This is an optimization exercise on Yosys and OpenROAD, whose aim is small area, not a production implementation.
In this exercise RTL edits were held to simulation tests only and were not proved equivalent to the original.

===== flow/design.v =====
package acf_pkg;
    typedef logic signed [16-1:0] sample_t;
    typedef logic signed [43-1:0]    acf_sum_t;
    typedef struct packed {
        logic        sign;
        logic [7:0]  exponent;
        logic [22:0] fraction;
    } fp32_t;
    typedef struct packed {
        acf_sum_t [4:0] sums;
    } acf_block_t;
    typedef struct packed {
        logic [4-1:0] lag;
        acf_sum_t                  raw_sum;
        fp32_t                     norm;
    } acf_coef_t;
    typedef enum logic [2:0] {
        NORM_IDLE,
        NORM_CONV_DEN,
        NORM_CONV_NUM,
        NORM_DIVIDE,
        NORM_EMIT
    } norm_state_e;
endpackage
module acf_accumulator (
    input  logic               iClock,
    input  logic               rst_n,
    input  logic               sample_valid,
    input  acf_pkg::sample_t   sample,
    output logic               snap,
    output logic [36:0]        sum0,
    output logic [36:0]        sum1,
    output logic [36:0]        sum2,
    output logic [36:0]        sum3,
    output logic [36:0]        sum4
);
    logic [5:0]         count;
    logic               hnew;
    logic               hlast;
    logic               aclr;
    logic signed [15:0] x0, x1, x2, x3, x4;
    logic signed [15:0] xg;
    logic signed [36:0] acc0, acc1, acc2, acc3, acc4;
    logic signed [36:0] base0, base1, base2, base3, base4;
    always_ff @(posedge iClock or negedge rst_n) begin
        if (!rst_n) begin
            count <= '0;
            hnew  <= 1'b0;
            hlast <= 1'b0;
            aclr  <= 1'b1;
        end else begin
            hnew  <= sample_valid;
            hlast <= sample_valid && (count == 6'd63);
            if (sample_valid) begin
                count <= count + 1'b1;
            end
            if (hnew) begin
                aclr <= hlast;
            end
        end
    end
    always_ff @(posedge iClock) begin
        if (sample_valid) begin
            x0 <= sample;
            x1 <= (count == 6'd0) ? '0 : x0;
            x2 <= (count == 6'd0) ? '0 : x1;
            x3 <= (count == 6'd0) ? '0 : x2;
            x4 <= (count == 6'd0) ? '0 : x3;
        end
    end
    assign xg    = hnew ? x0 : '0;
    assign base0 = aclr ? '0 : acc0;
    assign base1 = aclr ? '0 : acc1;
    assign base2 = aclr ? '0 : acc2;
    assign base3 = aclr ? '0 : acc3;
    assign base4 = aclr ? '0 : acc4;
    assign sum0  = base0 + xg * x0;
    assign sum1  = base1 + xg * x1;
    assign sum2  = base2 + xg * x2;
    assign sum3  = base3 + xg * x3;
    assign sum4  = base4 + xg * x4;
    assign snap  = hnew && hlast;
    always_ff @(posedge iClock) begin
        acc0 <= sum0;
        acc1 <= sum1;
        acc2 <= sum2;
        acc3 <= sum3;
        acc4 <= sum4;
    end
endmodule
module acf_normalizer (
    input  logic               iClock,
    input  logic               rst_n,
    input  logic               snap,
    input  logic [36:0]        sum0,
    input  logic [36:0]        sum1,
    input  logic [36:0]        sum2,
    input  logic [36:0]        sum3,
    input  logic [36:0]        sum4,
    output logic               coef_valid,
    output acf_pkg::acf_coef_t coef,
    output logic               block_done,
    output logic               overrun
);
    logic [36:0] h0, h1, h2, h3, h4;
    logic        busy;
    logic        ld;
    logic        em;
    logic [2:0]  lag;
    logic [5:0]  cnt;
    logic [6:0]  ptr;
    logic [5:0]  p0;
    logic        z0;
    logic [23:0] sb;
    logic [23:0] rem;
    logic [24:0] q;
    logic [36:0] cur;
    logic        neg;
    logic [36:0] mag;
    logic [5:0]  lod;
    logic        zero;
    logic        bit_in;
    logic [24:0] rem2;
    logic [25:0] diff;
    logic        ge;
    logic [7:0]  expo;
    always_comb begin
        case (lag)
            3'd0:    cur = h0;
            3'd1:    cur = h1;
            3'd2:    cur = h2;
            3'd3:    cur = h3;
            default: cur = h4;
        endcase
    end
    assign neg  = (lag != 3'd0) && cur[36];
    assign mag  = neg ? -cur : cur;
    assign zero = (cur == '0);
    always_comb begin
        lod = '0;
        for (int i = 0; i < 37; i++) begin
            if (mag[i]) begin
                lod = 6'(i);
            end
        end
    end
    assign bit_in = (cnt < 6'd24) && !ptr[6] && mag[ptr[5:0]];
    assign rem2   = {rem, bit_in};
    assign diff   = {1'b0, rem2} - {2'b00, sb};
    assign ge     = !diff[25];
    always_ff @(posedge iClock or negedge rst_n) begin
        if (!rst_n) begin
            busy       <= 1'b0;
            ld         <= 1'b0;
            em         <= 1'b0;
            lag        <= '0;
            coef_valid <= 1'b0;
            block_done <= 1'b0;
            overrun    <= 1'b0;
        end else begin
            coef_valid <= 1'b0;
            block_done <= 1'b0;
            overrun    <= snap && busy;
            if (!busy) begin
                if (snap) begin
                    busy       <= 1'b1;
                    lag        <= '0;
                    ld         <= 1'b1;
                    coef_valid <= 1'b1;
                end
            end else if (ld) begin
                ld <= 1'b0;
            end else if (em) begin
                em <= 1'b0;
                if (lag == 3'd4) begin
                    busy <= 1'b0;
                end else begin
                    lag <= lag + 1'b1;
                    ld  <= 1'b1;
                end
            end else if (lag == 3'd0) begin
                if (cnt == 6'd23) begin
                    lag <= 3'd1;
                    ld  <= 1'b1;
                end
            end else if (cnt == 6'd47) begin
                em         <= 1'b1;
                coef_valid <= 1'b1;
                block_done <= (lag == 3'd4);
            end
        end
    end
    always_ff @(posedge iClock) begin
        if (!busy && snap) begin
            h0 <= sum0;
            h1 <= sum1;
            h2 <= sum2;
            h3 <= sum3;
            h4 <= sum4;
        end
        if (ld) begin
            ptr <= {1'b0, lod};
            cnt <= '0;
            rem <= '0;
            if (lag == 3'd0) begin
                p0 <= lod;
                z0 <= zero;
            end
        end else begin
            ptr <= ptr - 1'b1;
            cnt <= cnt + 1'b1;
            if (lag == 3'd0) begin
                sb <= {sb[22:0], bit_in};
            end else begin
                rem <= ge ? diff[23:0] : rem2[23:0];
                q   <= {q[23:0], ge};
            end
        end
    end
    assign expo = 8'd126 + {2'b00, lod} - {2'b00, p0} + {7'd0, q[24]};
    always_comb begin
        coef.lag     = {1'b0, lag};
        coef.raw_sum = {{6{neg}}, cur};
        if (lag == 3'd0) begin
            coef.norm = zero ? 32'd0 : 32'h3F80_0000;
        end else if (zero || z0) begin
            coef.norm = '0;
        end else begin
            coef.norm = {neg, expo, q[24] ? q[23:1] : q[22:0]};
        end
    end
endmodule
module autocorrelation_top (
    input  logic               iClock,
    input  logic               rst_n,
    input  logic               sample_valid,
    input  acf_pkg::sample_t   sample,
    output logic               coef_valid,
    output acf_pkg::acf_coef_t coef,
    output logic               block_done,
    output logic               overrun
);
    logic        snap;
    logic        busy;
    logic [36:0] sum0, sum1, sum2, sum3, sum4;
    acf_accumulator acc0 (
        .iClock       (iClock),
        .rst_n        (rst_n),
        .sample_valid (sample_valid),
        .sample       (sample),
        .snap         (snap),
        .sum0         (sum0),
        .sum1         (sum1),
        .sum2         (sum2),
        .sum3         (sum3),
        .sum4         (sum4)
    );
    acf_normalizer norm0 (
        .iClock     (iClock),
        .rst_n      (rst_n),
        .snap       (snap),
        .sum0       (sum0),
        .sum1       (sum1),
        .sum2       (sum2),
        .sum3       (sum3),
        .sum4       (sum4),
        .coef_valid (coef_valid),
        .coef       (coef),
        .block_done (block_done),
        .overrun    (overrun)
    );
endmodule

===== flow/run.sh =====
#!/bin/bash
# synth_recipe.tcl (not shown) runs the flow's synth.tcl, then flattens the netlist and writes it again
# the make line also repeats each setting of config.mk as NAME=value (left out here)
make -C /OpenROAD-flow-scripts/flow DESIGN_CONFIG=/design/flow/config.mk WORK_HOME=/design/flow/orfs CLKGATE_MAP_FILE= SYNTH_SCRIPT=/design/flow/synth_recipe.tcl finish

===== flow/constraint.sdc =====
create_clock -name core_clock -period 7.5 [get_ports {iClock}]
set_input_delay 1.5000 -clock core_clock [delete_from_list [all_inputs] [get_ports {iClock}]]
set_output_delay 1.5000 -clock core_clock [all_outputs]
set_load 0.01 [all_outputs]

===== flow/config.mk =====
export PLATFORM = sky130hd
export DESIGN_NAME = autocorrelation_top
export DESIGN_NICKNAME = autocorrelation_top
export VERILOG_FILES = /design/flow/design.v
export SDC_FILE = /design/flow/constraint.sdc
export NUM_CORES = 4
export LEC_CHECK = 0
export CAP_MARGIN = 20
export CORE_MARGIN = 2
export CORE_UTILIZATION = 40
export SLEW_MARGIN = 20

==> notes.md <==
* Status: complete, but fails checks
* SO Viols: negative setup slack
* Die Ht at 448 µm
* Critical Path End Type: register
* Hold_sp: norm0.sb[13]
* Non-filler cells, final at 12500
* Hold endpoint: norm0.sb[14]
* GRT Overall Usage at 25.8%
* Endpoints failing setup at between 150 and 200
* DRT Pass-1 Iters at 6
* Largest net degree at the start of global routing at around 150
* Cell with the most instances after synthesis: inv_1
* Worst hold path depth at 0
* DRC at 0
* Crit path time final at 8.80 ns
* Row count at 163
* CP peak stage delay at 0.56 ns
* Vias per inst at 5.18
* Slew @ Worst Pin at 0.976 ns
* Initial antenna violation count at 8
* Initial DRC Count at 4643
* Main synth FF type: edfxtp_1
* Max-Cap Viols at 0
* Total CTS buffers at 74
* Top post-synthesis cells by area: fa_1, edfxtp_1, ha_1
* Syn-to-layout area delta at 30.5%
* Mean area per synthesized cell at around 9.5 µm²
* Worst path slowest cell: fa_1
* Worst Slack Setup Final at -1.30 ns
* Clk_skew at 0.110 ns
* Number of synthesized flops with an enable pin at 321
* Remaining Overflow, GRT at 0
* CP dominant cell by count: fa_1
* Critical path type: register to register
* CP max FO at 5
* Die Wd at 448 µm
* Drt total wl at 259 mm
* Clock buffer depth at 3
* Yosys top cell area share at between 30% and 40%
* RSZ-0062 raised after global routing: yes
* Hold Fails Final Rpt at 0
* Drt wl/cell at 20.7 µm
* Post-CTS Hold Buffers at 0
* Fmax at 114 MHz
* Reg2reg start: acc0.hnew
* Vias after detailed routing at around 65000
* Arr. time, crit path at 9.23 ns
* Port-buffer cells at 99
* Mapped cell area at 0.0789 mm²
* Mapped Nets at 10300
* Critical path startpoint category: register
* FF-to-FF End: norm0.h0[36]
* Critical path buffers and inverters at 9
* Synth cell count leaders: inv_1, fa_1, nand2_1
* Cell count after placement at 12200
* Synthesized instance count at 8347
* Starting density of the core at 40.1%
* Number of H-tree levels at 3
* Cell family with most CP delay: adder cells
* Sink Count at 561
* Post-route ant nets at 0
* Final nets at between 10000 and 15000
* Number of synthesized register bits at 561
* I/O pin count at 101
* Core Area at 0.197 mm²
* First-pass GRT wire length at approximately 400 mm
* CTS tree: done
* Worst hold path class: register to register
* Layout cells sized above 1 at around a quarter
* Clock-pin slew on the worst setup and hold paths at 0.07 ns
* DP HPWL at a little over 200 mm
* Worst-Skew Late Latency at 0.76 ns
* Max-slew violation count at 0
* Period utilization at 117%
* Worst EP required at around 7.9 ns
* Post-synthesis cell type count at just under 100
* Worst-case reg-to-reg path depth at 33
* Max_slew headroom at around a third
* CTS root buf: clkbuf_16
* Gp weighted congestion at 0.953
* Ys Warns at 2
* Die area at around 0.2 mm²
* Vias in the first global route at 67700
* Dpl ws at -1.84 ns
* Cell taking the most area after synthesis: fa_1
* Sequential share of the synthesized area at 18.4%
* Post-synth ARST share at 3.21%
* Register-to-register setup slack at -1.30 ns
[registers in the layout (all words and copies together) (netlist names), 3 cells and up]
signal and cells:
norm0.h1 37, norm0.cnt 6, acc0.x4 16, norm0.sb 24, norm0.ptr 7, norm0.q 25, acc0.acc2 37, acc0.acc4 37
acc0.count 6, norm0.h0 37, norm0.h4 37, acc0.x2 16, acc0.x1 16, acc0.x0 16, acc0.x3 16, norm0.lag 3
norm0.h3 37, norm0.h2 37, acc0.acc0 37, norm0.rem 24, acc0.acc3 37, norm0.p0 6, acc0.acc1 37
[kinds of logic (layout without fill, tap and decap cells)]
group / count (synthesis) / after routing / share of synthesized area, %
adder cells (fa/ha/maj): 1953 / 1953 / 43.5
AO/OA/AOI/OAI: 1028 / 1028 / 8.53
other: 1 / 4 / 0.00475
buffers and inverters: 1954 / 3462 / 9.44
XOR/XNOR: 416 / 416 / 4.62
flip-flops: 561 / 561 / 18.4
multiplexers: 39 / 39 / 0.552
AND/OR/NAND/NOR: 2395 / 2395 / 14.9
[how the worst max path moves through the flow]
stage | from | endpoint | slack (ns) | cells after the start
3_5_place_dp | acc0.hnew | norm0.h0[36] | -1.84 | 40
3_3_place_gp | acc0.hnew | norm0.h0[36] | -1.88 | 40
5_1_grt | acc0.hnew | norm0.h0[36] | -1.53 | 33
2_1_floorplan | acc0.hnew | norm0.h0[36] | -0.59 | 34
6_report | acc0.hnew | norm0.h0[36] | -1.30 | 33
4_1_cts | acc0.hnew | norm0.h0[36] | -1.21 | 34
[worst register-to-register path, delay by kind of cell (launching register included)]
| kind | cells | cell delay [ns] |
|---|---|---|
| XOR/XNOR | 3 | 0.36 |
| flip-flops | 1 | 0.45 |
| AO/OA/AOI/OAI | 11 | 3.04 |
| adder cells (fa/ha/maj) | 8 | 3.54 |
| buffers and inverters | 9 | 0.83 |
| AND/OR/NAND/NOR | 2 | 0.26 |
[layout by cell type, fill, tap and decap left out, types with 238 or more instances in the layout]
cell,synthesis,routed
inv_1,1564,1515
buf_4,10,1422
fa_1,1317,1296
nand2_1,962,898
ha_1,636,560
and3_1,464,452
edfxtp_1,321,321
nor2b_1,315,307
nor2_1,293,257
xnor2_1,309,238
[repair_timing]
item / in CTS / in global routing
buffers inserted: 151 / 80
endpoints found under the setup margin: 236 / 241
gates cloned: 7 / 2
resized for setup: 760 / 265
pin swaps: 344 / 200
[area by class of cell]
type	count	area (µm²)
Fill cell	17500	93700
Sequential cell	561	14500
Timing Repair Buffer	1752	15200
Clock buffer	82	1890
Multi-Input combinational cell	5832	61400
Clock inverter	56	667
Inverter	1572	5940
Tap cell	2640	3300
Antenna cell	3	7.51
[routing by layer]
| layer | routed length, µm | track usage (%) |
|---|---|---|
| met3 | 21100 | 5.08 |
| met1 | 109000 | 34.8 |
| met5 | 22 | 0 |
| met4 | 11100 | 9.88 |
| met2 | 118000 | 41.1 |
[stage by stage]
| step | cell area (µm²) | utilization [%] | TNS [ns] | hold slack (ns) |
|---|---|---|---|---|
| 2_1_floorplan | 79900 | - | -10.55 | 0.418 |
| 3_3_place_gp | 93800 | 47.7 | -184.18 | 0.429 |
| 3_5_place_dp | 93800 | 47.7 | -198.76 | 0.434 |
| 4_1_cts | 101000 | 51.4 | -104.40 | 0.411 |
| 5_1_grt | 103000 | 52.4 | -169.23 | 0.429 |
| 6_report | 103000 | 52.4 | -122.21 | 0.411 |

==> static timing again, ports no longer ideal <==
Ports are ideal in the flow. The routed layout listed here was re-timed in OpenROAD.
Step 1 (the two cells are an assumption about what drives the block):
set clk [get_ports {iClock}]
set_driving_cell -lib_cell sky130_fd_sc_hd__clkbuf_16 $clk
set_driving_cell -lib_cell sky130_fd_sc_hd__buf_2 [delete_from_list [all_inputs] $clk]
Step 2, shift: input delay + t, output delay - t, t = (earliest + latest rising clock arrival at the registers) / 2. This alone moves slack from input paths to output paths.
Slacks: ideal / step 1 / step 2; pairs: ideal / step 1.
t (ns): 0.794
setup slack, ns: -1.297 / -1.297 / -1.297
worst setup path after step 2: register to register
worst slew at a driven data input, ns: 0.04
The setup slack of this run moves by 0.000 ns with the drivers and by 0.000 ns with both steps.
